Context: an optimization exercise on an open-source flow, tuned for small area, a short achievable clock period and few clock cycles per item. The choices shown serve that exercise and are no tape-out recipe.
At most, simulation tests tie the RTL to the original design; equivalence was not proved.
Power figures rest on the tool's default switching activity, not on a simulated workload.

==> inputs of 06-19 <==
Design matrix_mem_sequencer, start of the top module:
module matrix_mem_sequencer #(
  parameter int ADDR_W = 8,
  parameter int DATA_W = 256,
  parameter int RD_LAT = 2
) (
  input  logic              clk,
  input  logic              rst,
  input  logic              start,
  input  logic [ADDR_W-1:0] addr_a,
  input  logic [ADDR_W-1:0] addr_b,
  input  logic [ADDR_W-1:0] addr_c,
  output logic              busy,
  output logic              done,
  output logic [ADDR_W-1:0] ram_addr,
  output logic              ram_wren,
  output logic [DATA_W-1:0] ram_wdata,
  input  logic [DATA_W-1:0] ram_rdata,
  output logic [DATA_W-1:0] mat_a,
  output logic [DATA_W-1:0] mat_b,
  input  logic [DATA_W-1:0] mat_c
);
==> flow/config.mk <==
export PLATFORM = sky130hd
export DESIGN_NAME = matrix_mem_sequencer
export DESIGN_NICKNAME = matrix_mem_sequencer
export VERILOG_FILES = /design/flow/design.v
export SDC_FILE = /design/flow/constraint.sdc
export NUM_CORES = 4
export LEC_CHECK = 0
export CAP_MARGIN = 20
export CORE_AREA = 3 3 317 317
export DIE_AREA = 0 0 320 320
export SLEW_MARGIN = 20
==> flow/constraint.sdc <==
create_clock -name core_clock -period 3.5 [get_ports {clk}]
set_input_delay 0.7000 -clock core_clock [delete_from_list [all_inputs] [get_ports {clk}]]
set_output_delay 0.7000 -clock core_clock [all_outputs]
set_load 0.01 [all_outputs]
standard.sh (not shown) runs the stock make flow with config.mk's settings and CLKGATE_MAP_FILE= SYNTH_SCRIPT=/design/flow/synth_recipe.tcl, a recipe that flattens the netlist after the stock synthesis.
==> flow/flow/run.sh <==
#!/bin/bash
# Standard ORFS layout with small port buffers: buf_1 on inputs, buf_2 on
# outputs. make's full output goes to standard_flow.log; each ORFS step also
# keeps its own log under orfs/logs.
set -euo pipefail
W=$(pwd)
export PRE_GLOBAL_PLACE_TCL=$W/flow/bufports.tcl
export BUFFER_PORTS_ARGS="-outputs -buffer_cell sky130_fd_sc_hd__buf_2"
if [[ -f $W/flow/pins.args ]]; then export PLACE_PINS_ARGS="$(cat $W/flow/pins.args)"; fi
bash standard.sh > $W/standard_flow.log 2>&1
==> flow/flow/bufports.tcl <==
# Input ports get a small buffer here; the standard flow's buffer_ports call (BUFFER_PORTS_ARGS)
# buffers the outputs. dont_touch keeps remove_buffers from taking the input
# buffers out again before placement.
buffer_ports -inputs -buffer_cell sky130_fd_sc_hd__buf_1
foreach inst [get_cells input*] { set_dont_touch $inst }
==> flow/flow/pins.args <==
-min_distance 1 -min_distance_in_tracks
==> 12-15: changes against 06-19 <==
--- a/flow/design.v
+++ b/flow/design.v
@@ -37,13 +37,13 @@
   logic              r_eval;          
   logic              r_busy;
   logic              r_done;
   logic              r_wren;
   logic [ADDR_W-1:0] r_addr;
   logic              p0_da, p0_db, p1_da, p1_db, p2_da, p2_db;
-  logic              sa_c, sa_r, sa_h, sb_c, sb_r, sb_h;
+  logic              sa_c, sa_r, sb_c, sb_r;
   logic [DATA_W-1:0] r_a, r_b;
   logic [DEPTH-1:0] q_rem;
   assign q_rem = q_ra | q_rb;
   logic rd0, rd1, rd2, isa1, isa2, rdb1, rdb2, rd_en, rd_isa, rd_ab;
   assign isa1 = q_ra[1] && !q_t3[0];
   assign rdb1 = q_rb[1] && !q_h1b[1];
@@ -126,14 +126,14 @@
       r_busy <= 1'b0;
       r_done <= 1'b0;
       r_wren <= 1'b0;
       p0_da  <= 1'b0; p0_db <= 1'b0;
       p1_da  <= 1'b0; p1_db <= 1'b0;
       p2_da  <= 1'b0; p2_db <= 1'b0;
-      sa_c   <= 1'b0; sa_r  <= 1'b0; sa_h <= 1'b1;
-      sb_c   <= 1'b0; sb_r  <= 1'b0; sb_h <= 1'b1;
+      sa_c   <= 1'b0; sa_r  <= 1'b0;
+      sb_c   <= 1'b0; sb_r  <= 1'b0;
     end else begin
       q_v    <= n_v;
       q_ra   <= n_ra;
       q_rb   <= n_rb;
       q_t1   <= n_t1;
       q_t2   <= n_t2;
@@ -149,16 +149,14 @@
       p0_da  <= rd_en && rd_isa;
       p0_db  <= rd_en && (!rd_isa || rd_ab);
       p1_da  <= p0_da; p1_db <= p0_db;
       p2_da  <= p1_da; p2_db <= p1_db;
       sa_c   <= e_next;
       sa_r   <= p1_da;
-      sa_h   <= !e_next && !p1_da;
       sb_c   <= e_next && (r_eval ? (q_v[2] && q_fb[2]) : (q_v[1] && q_fb[1]));
       sb_r   <= p1_db;
-      sb_h   <= !(e_next && (r_eval ? (q_v[2] && q_fb[2]) : (q_v[1] && q_fb[1]))) && !p1_db;
     end
   end
   always_ff @(posedge clk) begin
     if (acc) begin
       r_lc1 <= addr_c;
       r_lc2 <= r_lc1;
@@ -188,14 +186,16 @@
         end
       end
     end
     r_addr <= nx_addr;
   end
   always_ff @(posedge clk) begin
-    r_a <= ({DATA_W{sa_c}} & mat_c) | ({DATA_W{sa_r}} & ram_rdata) | ({DATA_W{sa_h}} & r_a);
-    r_b <= ({DATA_W{sb_c}} & mat_c) | ({DATA_W{sb_r}} & ram_rdata) | ({DATA_W{sb_h}} & r_b);
+    if (sa_c)      r_a <= mat_c;
+    else if (sa_r) r_a <= ram_rdata;
+    if (sb_c)      r_b <= mat_c;
+    else if (sb_r) r_b <= ram_rdata;
   end
   assign busy      = r_busy;
   assign done      = r_done;
   assign ram_addr  = r_addr;
   assign ram_wren  = r_wren;
   assign ram_wdata = r_a;
==> 11-21: changes against 06-19 <==
--- a/flow/design.v
+++ b/flow/design.v
@@ -37,13 +37,13 @@
   logic              r_eval;          
   logic              r_busy;
   logic              r_done;
   logic              r_wren;
   logic [ADDR_W-1:0] r_addr;
   logic              p0_da, p0_db, p1_da, p1_db, p2_da, p2_db;
-  logic              sa_c, sa_r, sa_h, sb_c, sb_r, sb_h;
+  logic              sa_c, sa_r, sb_c, sb_r;
   logic [DATA_W-1:0] r_a, r_b;
   logic [DEPTH-1:0] q_rem;
   assign q_rem = q_ra | q_rb;
   logic rd0, rd1, rd2, isa1, isa2, rdb1, rdb2, rd_en, rd_isa, rd_ab;
   assign isa1 = q_ra[1] && !q_t3[0];
   assign rdb1 = q_rb[1] && !q_h1b[1];
@@ -126,14 +126,14 @@
       r_busy <= 1'b0;
       r_done <= 1'b0;
       r_wren <= 1'b0;
       p0_da  <= 1'b0; p0_db <= 1'b0;
       p1_da  <= 1'b0; p1_db <= 1'b0;
       p2_da  <= 1'b0; p2_db <= 1'b0;
-      sa_c   <= 1'b0; sa_r  <= 1'b0; sa_h <= 1'b1;
-      sb_c   <= 1'b0; sb_r  <= 1'b0; sb_h <= 1'b1;
+      sa_c   <= 1'b0; sa_r  <= 1'b0;
+      sb_c   <= 1'b0; sb_r  <= 1'b0;
     end else begin
       q_v    <= n_v;
       q_ra   <= n_ra;
       q_rb   <= n_rb;
       q_t1   <= n_t1;
       q_t2   <= n_t2;
@@ -149,16 +149,14 @@
       p0_da  <= rd_en && rd_isa;
       p0_db  <= rd_en && (!rd_isa || rd_ab);
       p1_da  <= p0_da; p1_db <= p0_db;
       p2_da  <= p1_da; p2_db <= p1_db;
       sa_c   <= e_next;
       sa_r   <= p1_da;
-      sa_h   <= !e_next && !p1_da;
       sb_c   <= e_next && (r_eval ? (q_v[2] && q_fb[2]) : (q_v[1] && q_fb[1]));
       sb_r   <= p1_db;
-      sb_h   <= !(e_next && (r_eval ? (q_v[2] && q_fb[2]) : (q_v[1] && q_fb[1]))) && !p1_db;
     end
   end
   always_ff @(posedge clk) begin
     if (acc) begin
       r_lc1 <= addr_c;
       r_lc2 <= r_lc1;
@@ -188,14 +186,16 @@
         end
       end
     end
     r_addr <= nx_addr;
   end
   always_ff @(posedge clk) begin
-    r_a <= ({DATA_W{sa_c}} & mat_c) | ({DATA_W{sa_r}} & ram_rdata) | ({DATA_W{sa_h}} & r_a);
-    r_b <= ({DATA_W{sb_c}} & mat_c) | ({DATA_W{sb_r}} & ram_rdata) | ({DATA_W{sb_h}} & r_b);
+    if (sa_c)      r_a <= mat_c;
+    else if (sa_r) r_a <= ram_rdata;
+    if (sb_c)      r_b <= mat_c;
+    else if (sb_r) r_b <= ram_rdata;
   end
   assign busy      = r_busy;
   assign done      = r_done;
   assign ram_addr  = r_addr;
   assign ram_wren  = r_wren;
   assign ram_wdata = r_a;
==> flow/flow/run.sh (replaced) <==
#!/bin/bash
# Standard ORFS layout with small port buffers (buf_1 on inputs and on
# outputs) and the five datapath pins of each bit placed side by side.
# make's full output goes to standard_flow.log; each ORFS step also keeps its
# own log under orfs/logs.
set -euo pipefail
W=$(pwd)
export PRE_GLOBAL_PLACE_TCL=$W/flow/bufports.tcl
export POST_GLOBAL_PLACE_TCL=$W/flow/unbuf.tcl
export BUFFER_PORTS_ARGS="-outputs -buffer_cell sky130_fd_sc_hd__buf_1"
args="-min_distance 1 -min_distance_in_tracks"
for i in $(seq 0 255); do
  args="$args -group_pins {mat_c[$i] ram_rdata[$i] mat_a[$i] ram_wdata[$i] mat_b[$i]}"
done
export PLACE_PINS_ARGS="$args"
bash standard.sh > $W/standard_flow.log 2>&1
==> flow/flow/unbuf.tcl (new file) <==
# The input buffers were dont_touch only to survive remove_buffers; clear it
# so later steps treat them like any cell, and tie their supply pins with the
# platform's global connections.
foreach inst [get_cells input*] { unset_dont_touch $inst }
global_connect
Settings changed: SETUP_SLACK_MARGIN set to 1.5.
removed: flow/flow/pins.args
==> 12-01: changes against 06-19 <==
--- a/flow/design.v
+++ b/flow/design.v
@@ -37,13 +37,13 @@
   logic              r_eval;          
   logic              r_busy;
   logic              r_done;
   logic              r_wren;
   logic [ADDR_W-1:0] r_addr;
   logic              p0_da, p0_db, p1_da, p1_db, p2_da, p2_db;
-  logic              sa_c, sa_r, sa_h, sb_c, sb_r, sb_h;
+  logic              sa_c, sa_r, sb_c, sb_r;
   logic [DATA_W-1:0] r_a, r_b;
   logic [DEPTH-1:0] q_rem;
   assign q_rem = q_ra | q_rb;
   logic rd0, rd1, rd2, isa1, isa2, rdb1, rdb2, rd_en, rd_isa, rd_ab;
   assign isa1 = q_ra[1] && !q_t3[0];
   assign rdb1 = q_rb[1] && !q_h1b[1];
@@ -126,14 +126,14 @@
       r_busy <= 1'b0;
       r_done <= 1'b0;
       r_wren <= 1'b0;
       p0_da  <= 1'b0; p0_db <= 1'b0;
       p1_da  <= 1'b0; p1_db <= 1'b0;
       p2_da  <= 1'b0; p2_db <= 1'b0;
-      sa_c   <= 1'b0; sa_r  <= 1'b0; sa_h <= 1'b1;
-      sb_c   <= 1'b0; sb_r  <= 1'b0; sb_h <= 1'b1;
+      sa_c   <= 1'b0; sa_r  <= 1'b0;
+      sb_c   <= 1'b0; sb_r  <= 1'b0;
     end else begin
       q_v    <= n_v;
       q_ra   <= n_ra;
       q_rb   <= n_rb;
       q_t1   <= n_t1;
       q_t2   <= n_t2;
@@ -149,16 +149,14 @@
       p0_da  <= rd_en && rd_isa;
       p0_db  <= rd_en && (!rd_isa || rd_ab);
       p1_da  <= p0_da; p1_db <= p0_db;
       p2_da  <= p1_da; p2_db <= p1_db;
       sa_c   <= e_next;
       sa_r   <= p1_da;
-      sa_h   <= !e_next && !p1_da;
       sb_c   <= e_next && (r_eval ? (q_v[2] && q_fb[2]) : (q_v[1] && q_fb[1]));
       sb_r   <= p1_db;
-      sb_h   <= !(e_next && (r_eval ? (q_v[2] && q_fb[2]) : (q_v[1] && q_fb[1]))) && !p1_db;
     end
   end
   always_ff @(posedge clk) begin
     if (acc) begin
       r_lc1 <= addr_c;
       r_lc2 <= r_lc1;
@@ -188,14 +186,16 @@
         end
       end
     end
     r_addr <= nx_addr;
   end
   always_ff @(posedge clk) begin
-    r_a <= ({DATA_W{sa_c}} & mat_c) | ({DATA_W{sa_r}} & ram_rdata) | ({DATA_W{sa_h}} & r_a);
-    r_b <= ({DATA_W{sb_c}} & mat_c) | ({DATA_W{sb_r}} & ram_rdata) | ({DATA_W{sb_h}} & r_b);
+    if (sa_c)      r_a <= mat_c;
+    else if (sa_r) r_a <= ram_rdata;
+    if (sb_c)      r_b <= mat_c;
+    else if (sb_r) r_b <= ram_rdata;
   end
   assign busy      = r_busy;
   assign done      = r_done;
   assign ram_addr  = r_addr;
   assign ram_wren  = r_wren;
   assign ram_wdata = r_a;
==> flow/flow/run.sh (replaced) <==
#!/bin/bash
# Standard ORFS layout with small port buffers (buf_1 on inputs and on
# outputs) and the five datapath pins of each bit placed side by side.
# make's full output goes to standard_flow.log; each ORFS step also keeps its
# own log under orfs/logs.
set -euo pipefail
W=$(pwd)
export PRE_GLOBAL_PLACE_TCL=$W/flow/bufports.tcl
export POST_GLOBAL_PLACE_TCL=$W/flow/unbuf.tcl
export BUFFER_PORTS_ARGS="-outputs -buffer_cell sky130_fd_sc_hd__buf_1"
args="-min_distance 1 -min_distance_in_tracks"
for i in $(seq 0 255); do
  args="$args -group_pins {mat_c[$i] ram_rdata[$i] mat_a[$i] ram_wdata[$i] mat_b[$i]}"
done
export PLACE_PINS_ARGS="$args"
export CTS_ARGS="-sink_clustering_enable -repair_clock_nets -sink_clustering_size 25 -sink_clustering_max_diameter 100 -balance_levels"
bash standard.sh > $W/standard_flow.log 2>&1
==> flow/flow/unbuf.tcl (new file) <==
# The input buffers were dont_touch only to survive remove_buffers; clear it
# so later steps treat them like any cell, and tie their supply pins with the
# platform's global connections.
foreach inst [get_cells input*] { unset_dont_touch $inst }
global_connect
Settings changed: SETUP_SLACK_MARGIN set to 1.5.
removed: flow/flow/pins.args
==> summary of the runs <==
In 12-15 the combinational power is larger than in 12-01, by about 10%. Final cell count, highest first: 12-15, 11-21, 12-01. 06-19 failed in 5_1_grt on GRT-0116. 12-15 produced a clean layout. 11-21 completed without violations. 12-01 went through all stages and came out clean. Non-clock buffer count: 12-01 > 11-21 > 12-15. Between 11-21 and 12-01, the lower cell area is in 12-01 (gap 3.7%, measured against 12-01). In die area, 11-21 and 12-01 do not differ. In 11-21 the critical path depth is lower than in 12-15, by 1. In 11-21 the register-to-register slack is better than in 12-15, by 0.47 ns. Area after synthesis: 06-19 is lower than 12-15 (about 12%). Clock power, highest first: 12-15, 11-21, 12-01.
Testbench counts of 12-15, summed over its fixed seeds: cycles 8,227, items 3,200.
Testbench counts of 11-21, summed over its fixed seeds: cycles 8,227, items 3,200.
Testbench counts of 12-01, summed over its fixed seeds: cycles 8,227, items 3,200.
Function not checked in 06-19: the RTL went through the layout flow alone.

[separate check: timing with driven ports]
Ports are ideal in the flow. The routed layouts listed here were re-timed in OpenROAD. Step 1 (the two cells are an assumption about what drives the block):
set clk [get_ports {clk}]
set_driving_cell -lib_cell sky130_fd_sc_hd__clkbuf_16 $clk
set_driving_cell -lib_cell sky130_fd_sc_hd__buf_2 [delete_from_list [all_inputs] $clk]
Step 2 adds t to the input delays and takes it off the output delays; t is the mean of the earliest and latest rising clock arrival at the registers after step 1. Input paths then give back, and output paths get back, about the clock's delay inside the block. Three values: ideal, step 1, step 2; two values: the first two.
run	t (ns)	setup WS [ns]	worst hold slack (ns)	clock arrival spread, ns
12-15	0.710	1.069 / 1.069 / 0.700	0.176 / 0.328 / 0.432	0.039 / 0.039
11-21	0.667	1.528 / 1.470 / 1.057	0.206 / 0.374 / 0.433	0.023 / 0.023
12-01	0.632	1.535 / 1.498 / 1.101	0.234 / 0.395 / 0.438	0.044 / 0.044
After both steps every run listed still meets setup and hold. The setup slack of 11-21, which loses most, moves by -0.058 ns with the drivers and by -0.471 ns with both steps.
